Background: an optimization exercise with open tools, aiming at small area, a short achievable clock period and few clock cycles per item. Do not read the settings as production practice.
Only simulation tests tie the RTL to the original design; equivalence was not proved.
Power and IR drop assume default switching activity.

File: flow/run.sh
#!/bin/bash
# synth_recipe.tcl (not shown) runs the flow's synth.tcl, then flattens the netlist and writes it again
# the make line also repeats each setting of config.mk as NAME=value (left out here)
make -C /OpenROAD-flow-scripts/flow DESIGN_CONFIG=/design/flow/config.mk WORK_HOME=/design/flow/orfs CLKGATE_MAP_FILE= SYNTH_SCRIPT=/design/flow/synth_recipe.tcl finish
File: flow/config.mk
export PLATFORM = sky130hd
export DESIGN_NAME = top_k_score_list
export DESIGN_NICKNAME = top_k_score_list
export VERILOG_FILES = /design/flow/design.v
export SDC_FILE = /design/flow/constraint.sdc
export NUM_CORES = 4
export LEC_CHECK = 0
export ABC_AREA = 1
export CAP_MARGIN = 20
export CORE_MARGIN = 2
export CORE_UTILIZATION = 40
export CTS_CLUSTER_DIAMETER = 80
export CTS_CLUSTER_SIZE = 24
export PLACE_DENSITY = 0.6
export SETUP_SLACK_MARGIN = 4.0
export SLEW_MARGIN = 20
File: flow/constraint.sdc
create_clock -name core_clock -period 6.0 [get_ports {i_clk}]
set_input_delay 1.2000 -clock core_clock [delete_from_list [all_inputs] [get_ports {i_clk}]]
set_output_delay 1.2000 -clock core_clock [all_outputs]
set_load 0.01 [all_outputs]
File: flow/design.v
package tksl_pkg;
    localparam logic [1:0] CMD_OFFER = 2'd0;
    localparam logic [1:0] CMD_READ  = 2'd1;
    localparam logic [1:0] CMD_CLEAR = 2'd2;
    localparam logic       REG_CAPACITY = 1'b0;
    localparam logic [4:0] CAP_RESET    = 5'd16;
    function automatic logic f_ge(input logic [31:0] a, input logic [31:0] b);
        logic [31:0] g0, p0;
        logic [15:0] g1, p1;
        logic [7:0]  g2, p2;
        logic [3:0]  g3, p3;
        logic [1:0]  g4, p4;
        logic [31:0] x, y;
        x = {~a[31], a[30:0]};
        y = {~b[31], b[30:0]};
        for (int i = 0; i < 32; i++) begin
            g0[i] = x[i] & ~y[i];
            p0[i] = x[i] | ~y[i];
        end
        for (int i = 0; i < 16; i++) begin
            g1[i] = g0[2*i+1] | (p0[2*i+1] & g0[2*i]);
            p1[i] = p0[2*i+1] & p0[2*i];
        end
        for (int i = 0; i < 8; i++) begin
            g2[i] = g1[2*i+1] | (p1[2*i+1] & g1[2*i]);
            p2[i] = p1[2*i+1] & p1[2*i];
        end
        for (int i = 0; i < 4; i++) begin
            g3[i] = g2[2*i+1] | (p2[2*i+1] & g2[2*i]);
            p3[i] = p2[2*i+1] & p2[2*i];
        end
        for (int i = 0; i < 2; i++) begin
            g4[i] = g3[2*i+1] | (p3[2*i+1] & g3[2*i]);
            p4[i] = p3[2*i+1] & p3[2*i];
        end
        f_ge = g4[1] | (p4[1] & (g4[0] | p4[0]));
    endfunction
    function automatic logic [1:0] f_gp16(input logic [15:0] a, input logic [15:0] b);
        logic [15:0] g0, p0;
        logic [7:0]  g1, p1;
        logic [3:0]  g2, p2;
        logic [1:0]  g3, p3;
        for (int i = 0; i < 16; i++) begin
            g0[i] = a[i] & ~b[i];
            p0[i] = a[i] | ~b[i];
        end
        for (int i = 0; i < 8; i++) begin
            g1[i] = g0[2*i+1] | (p0[2*i+1] & g0[2*i]);
            p1[i] = p0[2*i+1] & p0[2*i];
        end
        for (int i = 0; i < 4; i++) begin
            g2[i] = g1[2*i+1] | (p1[2*i+1] & g1[2*i]);
            p2[i] = p1[2*i+1] & p1[2*i];
        end
        for (int i = 0; i < 2; i++) begin
            g3[i] = g2[2*i+1] | (p2[2*i+1] & g2[2*i]);
            p3[i] = p2[2*i+1] & p2[2*i];
        end
        f_gp16 = {g3[1] | (p3[1] & g3[0]), p3[1] & p3[0]};
    endfunction
    function automatic logic [2:0] f_ge_parts(input logic [31:0] a, input logic [31:0] b);
        logic [1:0] hi, lo;
        hi = f_gp16({~a[31], a[30:16]}, {~b[31], b[30:16]});
        lo = f_gp16(a[15:0], b[15:0]);
        f_ge_parts = {hi, lo[1] | lo[0]};
    endfunction
    function automatic logic f_ge_join(input logic [2:0] parts);
        f_ge_join = parts[2] | (parts[1] & parts[0]);
    endfunction
endpackage
module tksl_cell (
    input  logic        i_clk,
    input  logic        i_we,
    input  logic [15:0] i_wid,
    input  logic [31:0] i_wscore,
    input  logic [31:0] i_cscore,
    output logic [15:0] o_id,
    output logic [31:0] o_score,
    output logic [2:0]  o_ge
);
    logic [15:0] r_id;
    logic [31:0] r_score;
    assign o_ge    = tksl_pkg::f_ge_parts(r_score, i_cscore);
    assign o_id    = r_id;
    assign o_score = r_score;
    always_ff @(posedge i_clk) begin
        if (i_we) begin
            r_id    <= i_wid;
            r_score <= i_wscore;
        end
    end
endmodule
module top_k_score_list #(
    parameter int LIST_DEPTH = 16
) (
    input  logic        i_clk,
    input  logic        i_rst_n,
    input  logic        i_req_valid,
    output logic        i_req_ready,
    input  logic [1:0]  i_req_cmd,
    input  logic [15:0] i_req_hit_id,
    input  logic [31:0] i_req_hit_score,
    input  logic [3:0]  i_req_read_pos,
    output logic        o_rsp_valid,
    input  logic        o_rsp_ready,
    output logic        o_rsp_placed,
    output logic [3:0]  o_rsp_place_pos,
    output logic        o_rsp_dropped_valid,
    output logic [15:0] o_rsp_dropped_id,
    output logic [31:0] o_rsp_dropped_score,
    output logic        o_rsp_read_valid,
    output logic [15:0] o_rsp_read_id,
    output logic [31:0] o_rsp_read_score,
    output logic [4:0]  o_rsp_fill_count,
    input  logic        psel,
    input  logic        penable,
    input  logic        pwrite,
    input  logic [2:0]  paddr,
    input  logic [31:0] pwdata,
    output logic [31:0] prdata,
    output logic        pready
);
    localparam int D  = 16;
    localparam int RW = 56;    
    localparam int OW = 108;   
    function automatic logic [4:0] f_eff_cap(input logic [4:0] cap);
        logic [4:0] res;
        if (cap == 5'd0) begin
            res = 5'd1;
        end else if (cap > 5'd16) begin
            res = 5'd16;
        end else begin
            res = cap;
        end
        f_eff_cap = res;
    endfunction
    logic [4:0] r_capacity;
    logic [4:0] r_eff_cap;
    logic       r_pready;
    logic [4:0] r_prdata;
    logic       w_cfg_wr;
    assign pready    = r_pready;
    assign prdata    = {27'd0, r_prdata};
    assign w_cfg_wr  = psel && penable && r_pready && pwrite && (paddr[2] == tksl_pkg::REG_CAPACITY);
    always_ff @(posedge i_clk) begin
        if (!i_rst_n) begin
            r_pready <= 1'b0;
        end else begin
            r_pready <= psel && penable && !r_pready;
        end
        r_prdata <= (paddr[2] == tksl_pkg::REG_CAPACITY) ? r_capacity : 5'd0;
    end
    logic        r_skid_v;
    logic        r_ready;
    logic        r_fix;        
    logic        r_fix2;       
    logic        w_adv;
    logic        w_acc;
    logic        r1_v;
    logic [1:0]  r1_cmd;
    logic [15:0] r1_id;
    logic [31:0] r1_score;
    logic [3:0]  r1_pos;
    logic [3*D-1:0] r1_gep;    
    logic [2:0]  r1_gep_p1;    
    logic [2:0]  r1_gep_p2;    
    logic [D-1:0] r1_ge;
    logic        r1_ge_p1;
    logic        r1_ge_p2;
    logic        r2_v;
    logic [15:0] r2_id;
    logic [31:0] r2_score;
    logic [D-1:0] r2_wsel;     
    logic [D-1:0] r2_rsel;     
    logic [D-1:0] r3_wsel;     
    logic        r2_placed;
    logic        r2_dropped;
    logic        r2_read;
    logic [4:0]  r2_fill;
    logic [4*D-1:0] r_ptr;     
    logic [D-1:0]   r_sh;      
    logic [D-1:0]   r_in;      
    logic [3:0]     r_rx;      
    logic [D-1:0]   r_in2;     
    logic [4:0]     r_count;
    logic           r_full;    
    logic           r_incf;    
    logic [D-1:0]   r_inr;     
    logic [3:0]     r_xa;
    logic [D-1:0]   r_xadec;   
    logic [3:0]     r_xb;
    logic [D-1:0]   r_xbdec;
    logic           r_xsel;
    logic [3:0]     w_x;
    logic [D-1:0]   w_xdec;
    assign w_x    = r_xsel ? r_xb : r_xa;
    assign w_xdec = r_xsel ? r_xbdec : r_xadec;
    logic           r_cap1;    
    logic [D-1:0]     w_slot_we;
    logic [16*D-1:0]  w_slot_id;
    logic [32*D-1:0]  w_slot_score;
    logic [3*D-1:0]   w_slot_ge;
    assign w_adv       = !r_skid_v;
    assign i_req_ready = r_ready;
    assign w_acc       = i_req_valid && r_ready && i_rst_n;
    for (genvar g = 0; g < D; g++) begin : g_slot
        assign w_slot_we[g] = w_adv && r2_wsel[g];
        tksl_cell u_cell (
            .i_clk    (i_clk),
            .i_we     (w_slot_we[g]),
            .i_wid    (r2_id),
            .i_wscore (r2_score),
            .i_cscore (i_req_hit_score),
            .o_id     (w_slot_id[g*16 +: 16]),
            .o_score  (w_slot_score[g*32 +: 32]),
            .o_ge     (w_slot_ge[3*g +: 3])
        );
    end
    logic [2:0] w_ge_p1;
    logic [2:0] w_ge_p2;
    assign w_ge_p1 = tksl_pkg::f_ge_parts(r1_score, i_req_hit_score);
    assign w_ge_p2 = tksl_pkg::f_ge_parts(r2_score, i_req_hit_score);
    always_comb begin
        for (int i = 0; i < D; i++) begin
            r1_ge[i] = tksl_pkg::f_ge_join(r1_gep[3*i +: 3]);
        end
        r1_ge_p1 = tksl_pkg::f_ge_join(r1_gep_p1);
        r1_ge_p2 = tksl_pkg::f_ge_join(r1_gep_p2);
    end
    logic [4*D-1:0] w_ptr;     
    logic [D-1:0] w_in2;       
    logic [D-1:0] w_end;       
    logic [D-1:0] w_geold;     
    logic [D-1:0] w_gep;       
    logic [D-1:0] w_front;     
    logic [D-1:0] w_sh_n;
    logic [D-1:0] w_in_n;
    logic [D-1:0] w_ge_eff;    
    logic [D-1:0] w_rd_dec;
    logic [D-1:0] w_wsel;
    logic [D-1:0] w_rdsel;
    logic [3:0]   w_rd_slot;
    logic         w_offer;
    logic         w_read;
    logic         w_clear;
    logic         w_last_ge;   
    logic         w_placed;
    logic         w_dropped;
    logic         w_rd_valid;
    assign w_offer = r1_v && (r1_cmd == tksl_pkg::CMD_OFFER);
    assign w_read  = r1_v && (r1_cmd == tksl_pkg::CMD_READ);
    assign w_clear = r1_v && (r1_cmd == tksl_pkg::CMD_CLEAR);
    always_comb begin
        for (int k = 0; k < D; k++) begin
            if (k > 0 && r_sh[k]) begin
                w_ptr[4*k +: 4] = r_ptr[4*(k-1) +: 4];
                w_in2[k]        = r_in2[k-1];
            end else if (r_in[k]) begin
                w_ptr[4*k +: 4] = r_rx;
                w_in2[k]        = 1'b0;
            end else begin
                w_ptr[4*k +: 4] = r_ptr[4*k +: 4];
                w_in2[k]        = r_in2[k];
            end
            w_end[k] = r_inr[k] && (k == D-1 || !r_inr[(k+1) % D]);
        end
        w_rd_slot = w_ptr[4*r1_pos +: 4];
        for (int i = 0; i < D; i++) begin
            w_rd_dec[i] = w_rd_slot == 4'(i);
            w_ge_eff[i] = r2_wsel[i] ? r1_ge_p1 : (r3_wsel[i] ? r1_ge_p2 : r1_ge[i]);
        end
        for (int k = 0; k < D; k++) begin
            w_geold[k] = r_in2[k] ? r1_ge_p2 : r1_ge[r_ptr[4*k +: 4]];
        end
        for (int k = 0; k < D; k++) begin
            if (k > 0 && r_sh[k]) begin
                w_gep[k] = (5'(k) < r_count) && w_geold[(k+D-1) % D];
            end else if (r_in[k]) begin
                w_gep[k] = (5'(k) < r_count) && r1_ge_p1;
            end else begin
                w_gep[k] = (5'(k) < r_count) && w_geold[k];
            end
        end
        w_front[0] = !w_gep[0];
        w_sh_n[0]  = 1'b0;
        for (int k = 1; k < D; k++) begin
            w_front[k] = w_gep[k-1] && !w_gep[k];
            w_sh_n[k]  = w_offer && r_inr[k] && !w_gep[k-1];
        end
        w_in_n = (w_offer ? r_inr : '0) & w_front;
    end
    assign w_last_ge  = |(w_xdec & w_ge_eff);
    assign w_placed   = w_offer && (!r_full || !w_last_ge);
    assign w_dropped  = w_offer && r_full && !w_last_ge;
    assign w_rd_valid = w_read && ({1'b0, r1_pos} < r_count);
    assign w_wsel     = w_placed ? w_xdec : '0;
    assign w_rdsel    = w_rd_valid ? w_rd_dec : (w_dropped ? w_xdec : '0);
    logic [4:0]   w_count_n;
    logic         w_full_n;
    logic         w_incf_n;
    logic [D-1:0] w_inr_n;
    logic [3:0]   w_xa_n;
    logic [D-1:0] w_xadec_n;
    logic         w_xsel_n;
    logic [3:0]   w_x_up;      
    logic [3:0]   w_x_dn;      
    logic [3:0]   w_x_0;       
    logic [3:0]   w_x_e;       
    logic         w_at_end;    
    logic         w_grow;
    assign w_grow   = w_offer && !r_full;
    logic [D-1:0] w_dec_up;
    logic [D-1:0] w_dec_dn;
    logic [D-1:0] w_dec_0;
    always_comb begin
        for (int i = 0; i < D; i++) begin
            w_dec_up[i] = w_x_up == 4'(i);
            w_dec_dn[i] = w_x_dn == 4'(i);
            w_dec_0[i]  = w_x_0 == 4'(i);
        end
    end
    assign w_at_end = w_end[0] || |(w_dec_dn & w_ge_eff);
    always_comb begin
        w_x_up = 4'd0;
        w_x_dn = 4'd0;
        for (int k = 0; k < D; k++) begin
            w_x_up = w_x_up | ((k > 0 && w_end[(k+D-1) % D]) ? w_ptr[4*k +: 4] : 4'd0);
            w_x_dn = w_x_dn | ((k < D-1 && w_end[(k+1) % D]) ? w_ptr[4*k +: 4] : 4'd0);
        end
        w_x_0 = w_ptr[3:0];
        w_x_e = 4'd0;
        for (int k = 0; k < D; k++) begin
            w_x_e = w_x_e | (w_end[k] ? w_ptr[4*k +: 4] : 4'd0);
        end
    end
    always_comb begin
        w_count_n = r_count;
        w_full_n  = r_full;
        w_inr_n   = r_inr;
        w_incf_n  = r_incf;
        w_xa_n    = w_x;
        w_xadec_n = w_xdec;
        if (w_clear) begin
            w_count_n = 5'd0;
            w_full_n  = 1'b0;
            w_inr_n   = 16'd1;
            w_incf_n  = r_cap1;
            w_xa_n    = w_x_0;
            w_xadec_n = w_dec_0;
        end else if (w_grow) begin
            w_count_n = r_count + 5'd1;
            w_full_n  = r_incf;
            w_incf_n  = (r_count + 5'd2) >= r_eff_cap;
            if (!r_incf) begin
                w_inr_n   = {r_inr[D-2:0], 1'b1};
                w_xa_n    = w_x_up;
                w_xadec_n = w_dec_up;
            end
        end
    end
    assign w_xsel_n = w_offer && !w_at_end && (r_full ? !w_last_ge : r_incf);
    logic [47:0]   w_rd_ent;
    logic [3:0]    w_ppos;
    logic [RW-1:0] w_res;
    always_comb begin
        w_rd_ent = '0;
        for (int i = 0; i < D; i++) begin
            w_rd_ent = w_rd_ent | ({48{r2_rsel[i]}} & {w_slot_id[i*16 +: 16], w_slot_score[i*32 +: 32]});
        end
        w_ppos = 4'd0;
        for (int k = 0; k < D; k++) begin
            w_ppos = w_ppos | (r_in[k] ? 4'(k) : 4'd0);
        end
    end
    assign w_res = {r2_placed, r2_dropped, r2_read, r2_fill, w_rd_ent};
    logic          r_out_v;
    logic [OW-1:0] r_out;
    logic [RW-1:0] r_skid;
    logic [3:0]    r_skid_pos;
    logic [RW-1:0] w_res_o;
    logic [3:0]    w_pos_o;
    logic [OW-1:0] w_out_n;
    logic          w_take;
    logic          w_new;
    logic          w_skid_n;
    assign w_take = r_out_v && o_rsp_ready;
    assign w_new  = w_adv && r2_v;
    always_comb begin
        w_skid_n = r_skid_v;
        if (r_skid_v) begin
            if (w_take) begin
                w_skid_n = 1'b0;
            end
        end else if (w_new && r_out_v && !o_rsp_ready) begin
            w_skid_n = 1'b1;
        end
    end
    always_ff @(posedge i_clk) begin
        if (!i_rst_n) begin
            r_out_v  <= 1'b0;
            r_skid_v <= 1'b0;
            r_fix    <= 1'b0;
            r_fix2   <= 1'b0;
            r_ready  <= 1'b1;
        end else begin
            r_skid_v <= w_skid_n;
            r_fix    <= w_cfg_wr;
            r_fix2   <= r_fix;
            r_ready  <= !w_skid_n && !w_cfg_wr && !r_fix;
            if (r_skid_v) begin
                r_out_v <= 1'b1;
            end else if (w_new) begin
                r_out_v <= 1'b1;
            end else if (w_take) begin
                r_out_v <= 1'b0;
            end
        end
    end
    assign w_res_o = r_skid_v ? r_skid : w_res;
    assign w_pos_o = r_skid_v ? r_skid_pos : (r2_placed ? w_ppos : 4'd0);
    assign w_out_n = {w_res_o[55], w_pos_o, w_res_o[54:48],
                      w_res_o[54] ? w_res_o[47:0] : 48'd0,
                      w_res_o[53] ? w_res_o[47:0] : 48'd0};
    always_ff @(posedge i_clk) begin
        if (r_skid_v ? o_rsp_ready : (!r_out_v || o_rsp_ready)) begin
            r_out <= w_out_n;
        end
        if (!r_skid_v) begin
            r_skid     <= w_res;
            r_skid_pos <= r2_placed ? w_ppos : 4'd0;
        end
    end
    assign o_rsp_valid         = r_out_v;
    assign o_rsp_placed        = r_out[107];
    assign o_rsp_place_pos     = r_out[106:103];
    assign o_rsp_dropped_valid = r_out[102];
    assign o_rsp_read_valid    = r_out[101];
    assign o_rsp_fill_count    = r_out[100:96];
    assign o_rsp_dropped_id    = r_out[95:80];
    assign o_rsp_dropped_score = r_out[79:48];
    assign o_rsp_read_id       = r_out[47:32];
    assign o_rsp_read_score    = r_out[31:0];
    always_ff @(posedge i_clk) begin
        if (!i_rst_n) begin
            r1_v <= 1'b0;
            r2_v <= 1'b0;
        end else if (w_adv) begin
            r1_v <= w_acc;
            r2_v <= r1_v;
        end
    end
    always_ff @(posedge i_clk) begin
        if (w_adv) begin
            r1_cmd   <= i_req_cmd;
            r1_id    <= i_req_hit_id;
            r1_score <= i_req_hit_score;
            r1_pos   <= i_req_read_pos;
            r1_gep    <= w_slot_ge;
            r1_gep_p1 <= w_ge_p1;
            r1_gep_p2 <= w_ge_p2;
            r2_id      <= r1_id;
            r2_score   <= r1_score;
            r2_wsel    <= w_wsel;
            r2_rsel    <= w_rdsel;
            r2_placed  <= w_placed;
            r2_dropped <= w_dropped;
            r2_read    <= w_rd_valid;
            r2_fill    <= w_count_n;
            r3_wsel    <= r2_wsel;
        end
    end
    always_ff @(posedge i_clk) begin
        if (!i_rst_n) begin
            r_capacity <= tksl_pkg::CAP_RESET;
            r_eff_cap  <= 5'd16;
            r_cap1     <= 1'b0;
        end else if (w_cfg_wr) begin
            r_capacity <= pwdata[4:0];
            r_eff_cap  <= f_eff_cap(pwdata[4:0]);
            r_cap1     <= f_eff_cap(pwdata[4:0]) == 5'd1;
        end
    end
    always_ff @(posedge i_clk) begin
        if (!i_rst_n) begin
            r_count    <= 5'd0;
            r_full     <= 1'b0;
            r_incf     <= 1'b0;
            r_inr      <= 16'd1;
            r_sh       <= '0;
            r_in       <= '0;
            r_in2      <= '0;
            r_rx       <= 4'd0;
            r_xa       <= 4'd0;
            r_xadec    <= 16'd1;
            r_xb       <= 4'd0;
            r_xbdec    <= 16'd1;
            r_xsel     <= 1'b0;
            for (int k = 0; k < D; k++) begin
                r_ptr[4*k +: 4] <= 4'(k);
            end
        end else if (r_fix) begin
            if (r_count >= r_eff_cap) begin
                r_count <= r_eff_cap;
                r_full  <= 1'b1;
                r_incf  <= 1'b1;
                for (int k = 0; k < D; k++) begin
                    r_inr[k] <= 5'(k) < r_eff_cap;
                end
            end else begin
                r_full  <= 1'b0;
                r_incf  <= (r_count + 5'd1) >= r_eff_cap;
                for (int k = 0; k < D; k++) begin
                    r_inr[k] <= 5'(k) <= r_count;
                end
            end
        end else if (r_fix2) begin
            r_xa    <= w_x_e;
            r_xsel  <= 1'b0;
            for (int i = 0; i < D; i++) begin
                r_xadec[i] <= w_x_e == 4'(i);
            end
        end else if (w_adv) begin
            r_count <= w_count_n;
            r_full  <= w_full_n;
            r_incf  <= w_incf_n;
            r_inr   <= w_inr_n;
            r_ptr   <= w_ptr;
            r_sh    <= w_sh_n;
            r_in    <= w_in_n;
            r_in2   <= r_in;
            r_rx    <= w_x;
            r_xa    <= w_xa_n;
            r_xadec <= w_xadec_n;
            r_xb    <= w_x_dn;
            r_xbdec <= w_dec_dn;
            r_xsel  <= w_xsel_n;
        end
    end
endmodule
==> metrics.cfg <==
[run_status]
outcome=complete, no violations

[drt]
drcViolationCount=0
via_per_inst=6.06
ant_nets=0
wire_per_inst_um=28.8
initialDrtViolationCount=8370
drt_wl_total_um=299000
vias=62900
dr.pass1.iters=8

[place]
io_buffers=182
routabilityCongestion=1.04
dp.cells=9466
place_hpwl_um=172000

[grt]
grt_util_all_layers_pct=32.8
grt_max_degree=80
grt_antenna_before_repair=7
grt_pass1_vias=57200
overflow=0
grt_pass1_wl_um=402000

[die]
ios=239
rows=149
start_util_pct=40.2
die_x_um=411
die_area_um2=169000
die_h_um=411
core-area_um2=165000

[logic_synthesis]
ys.flop_type=edfxtp_1
yosysSeqAreaShare_pct=57.3
synth_area_um2=66200
synthAdderAreaFrac_pct=0.726
synthDistinctLibCells=58
synth_top_family_by_area=simple AND/OR/NAND/NOR gates
async_flop_share_pct=0
synth_edf_count=1088
synth_xor_area_share_pct=0.0397
avgSynthCellArea_um2=9.01
synthSimpleGateAreaFrac_pct=18.5
synth-seq-cells=1351
synthMuxAreaShare_pct=0.0454
synth_compound_area_share_pct=16.6
syn_inst=7347
synth_warnings=4

[sta]
fmax_mhz=394
drv_slew=0
hold_violations=0
setup_tns_ns=0
maxSlewHeadroom_pct=45.4
finalCriticalPeriod_ns=2.54
fin_worst_skew_ns=0.0641
post-route-period-util_pct=42.3
worst_pin_slew_ns=0.811
finalSetupViolations=0
rsz0062_at_grt=true

[final_layout]
drive_gt1_share_pct=33.1
area_growth_pct=36.8
fin_cells=10400
mostFrequentLayoutCell=nand2_1
final_net_count=8227
fill_cells=14200
most-common-layout-cells=nand2_1 (1,384), edfxtp_1 (1,088), o21ai_0 (535), inv_1 (526), nor2_1 (488)

[cts]
htreeDepth=3
cts-root-buf=clkbuf_16
clockBufferDepth=3
cts_hold_buf=0
clk_pin_slew_worst_paths_ns=0.10
clkLatencyLatePin_ns=0.79
numCtsBuffers=95
cts.sinks=1351
cts_tree=built

[critical_path]
cp_num_buf_inv=1
critPathMaxFanout=1
critPathMaxStageDelay_ns=0.40
worstSetupPathType=reg2out
arrival_ns=1.34
cpLargestDelayFamily=flip-flops
r2r_setup_slack_ns=3.55
cp_slowest_cell=edfxtp_1
path_cells=buf_2
start_kind=flip-flop
crit_path_end_kind=output pin
required_ns=4.80

[power]
p_switching_uw=5960
peakVddDrop_uv=252
switching_share_pct=28.6
p_int_uw=14900
clkPwrFrac_pct=35.7
powerDensity_nw_per_um2=231
power_frac_comb_pct=14.2
cellLeakagePower_uw=0.0356
power_frac_seq_pct=50.2

[flow_run]
maxCapViolCount=0

[min_path]
hp-class=reg2reg

## worst min-delay path, stage by stage (launching register included)
cell	delay (ns)
dfxtp_1	0.32
inv_1	0.04
nor2_1	0.03
## cells in the mapped netlist, types with 3 or more instances
library cell  number  area [um2]
buf_2             50         250
a22o_1            53         464
or2_2              8        50.1
buf_6              4        45.0
o21ai_1           36         180
a21boi_0           5        37.5
buf_1             42         158
clkinv_1          25        93.8
inv_1            668        2510
a211oi_1          73         548
a211o_1           18         158
o211ai_1         137        1030
edfxtp_1        1088       32700
nor3_1            46         230
nor2_2            29         181
nand2_1         1712        6430
nor2_1           675        2530
o2111ai_1         32         280
o21a_1            10        75.1
dfxtp_1          263        5270
maj3_1            18         180
o22ai_1          160        1000
nand4_1           38         238
xor2_1             3        26.3
inv_2             30         113
clkbuf_1         269        1010
a31oi_1           11        68.8
a2111oi_0          4        35.0
o221ai_1          18         158
and2_1             9        56.3
mux2i_1            3        30.0
nand3_1          387        1940
o21ai_2            4        35.0
o21bai_1          19         143
a31o_2            17         149
nand3b_1          37         278
o21ai_0          726        3630
buf_4             33         248
a221o_1            5        50.1
nor4_1            37         231
ha_1              24         300
a221oi_1          98         858
a21oi_1          402        2010
## through the flow
stage / power, uW / hold WS, ns / area, um2 / setup slack (ns) / utilization [%]
6_report: 20900 / 0.423 / 90500 / 3.46 / 55.0
4_1_cts: 20400 / 0.426 / 84000 / 3.43 / 51.1
2_1_floorplan: 11600 / 0.400 / 66400 / 3.15 / -
3_5_place_dp: 12400 / 0.405 / 70200 / 1.72 / 42.7
3_3_place_gp: 12400 / 0.401 / 70200 / 1.72 / 42.7
5_1_grt: 21400 / 0.432 / 90500 / 3.43 / 55.0
## cell type report
cell class / instances / area [um2] / share of cell area (%)
Antenna cell: 4 / 10.0 / 0.0111
Clock buffer: 111 / 2440 / 2.69
Clock inverter: 67 / 1030 / 1.14
Inverter: 723 / 3110 / 3.43
Multi-Input combinational cell: 4907 / 31500 / 34.8
Sequential cell: 1351 / 38100 / 42.1
Tap cell: 2189 / 2740 / 3.03
Timing Repair Buffer: 1007 / 11300 / 12.5
Timing Repair inverter: 22 / 198 / 0.218
## power by group through the flow
stage               sequential, uW  combinational [uW]  clock (uW)
floorplan                    10600                 992           0
global placement             10700                1700           0
detailed placement           10700                1710           0
CTS                          10500                2480        7490
global route                 10500                3050        7810
finish                       10500                2950        7440
## what timing repair did
item,in CTS,in global routing
pin swaps,477,598
buffers inserted,427,225
endpoints found under the setup margin,1372,602
gates resized for setup,2220,1083
gates cloned,51,30
## flip-flops by register name (all words and copies together), names as in the netlist, 16 cells and up
name                   flops
g_slot.u_cell.r_score    512
g_slot.u_cell.r_id       256
r_out                    108
r_ptr                     64
r_skid                    56
r1_gep                    48
r1_score                  32
r2_score                  32
r1_id                     16
r2_id                     16
r2_rsel                   16
r2_wsel                   16
r3_wsel                   16
r_in2                     16
r_in                      16
r_inr                     16
r_xadec                   16
r_xbdec                   16
## kinds of logic (layout without fill, tap and decap cells)
| kind of cell | count (synthesis) | count (layout) |
|---|---|---|
| adders and majority gates | 42 | 42 |
| AOI/OAI and AO/OA | 1837 | 1837 |
| muxes | 3 | 3 |
| buffers and inverters | 1121 | 1930 |
| DFF | 1351 | 1351 |
| and+or+nand+nor | 2989 | 2995 |
| other | 1 | 31 |
| xor gates and xnor gates | 3 | 3 |
## per-layer routing
metal | up-vias | track usage, % | share of wire (%)
met2 | 3949 | 50.7 | 44
met5 | - | 0 | 0.022
met3 | 1072 | 5.45 | 10
li1 | 27200 | - | -
met4 | 10 | 23.6 | 9.2
met1 | 30700 | 41.8 | 37
## worst paths after layout
check	start	end	depth (start not counted)
setup / recovery	r_out[13]	o_rsp_read_score[13]	1
hold / removal	r_capacity[3]	r_prdata[3]	2
setup reg to reg	r1_pos[0]	r2_rsel[4]	13
hold reg to reg	r_capacity[3]	r_prdata[3]	2
Testbench counts, summed over its fixed seeds: cycles 24,024, items 24,000.

## re-timing with driven ports
How much do the figures lean on ideal ports? The routed layout below was timed once more, with nothing changed but the port constraints.
Step 1, drivers: a clkbuf_16 drives i_clk and a buf_2 each remaining input, both assumed.
Step 2 times the ports against the registers' clock, not the clock port: input delays grow and output delays shrink by t, the midpoint of the rising clock arrivals with the driver on.
Slacks: ideal ports / drivers / drivers and shift; pairs: ideal ports / drivers.
t (ns): 0.854
slack for setup (ns): 3.461 / 3.363 / 2.966
hold slack, ns: 0.423 / 0.423 / 0.423
worst setup path at the end: input to register
latest minus earliest clock arrival (ns): 0.066 / 0.066
After both steps this run still meets setup and hold. For this run, drivers alone change the setup slack by -0.098 ns; drivers and shift together by -0.495 ns.
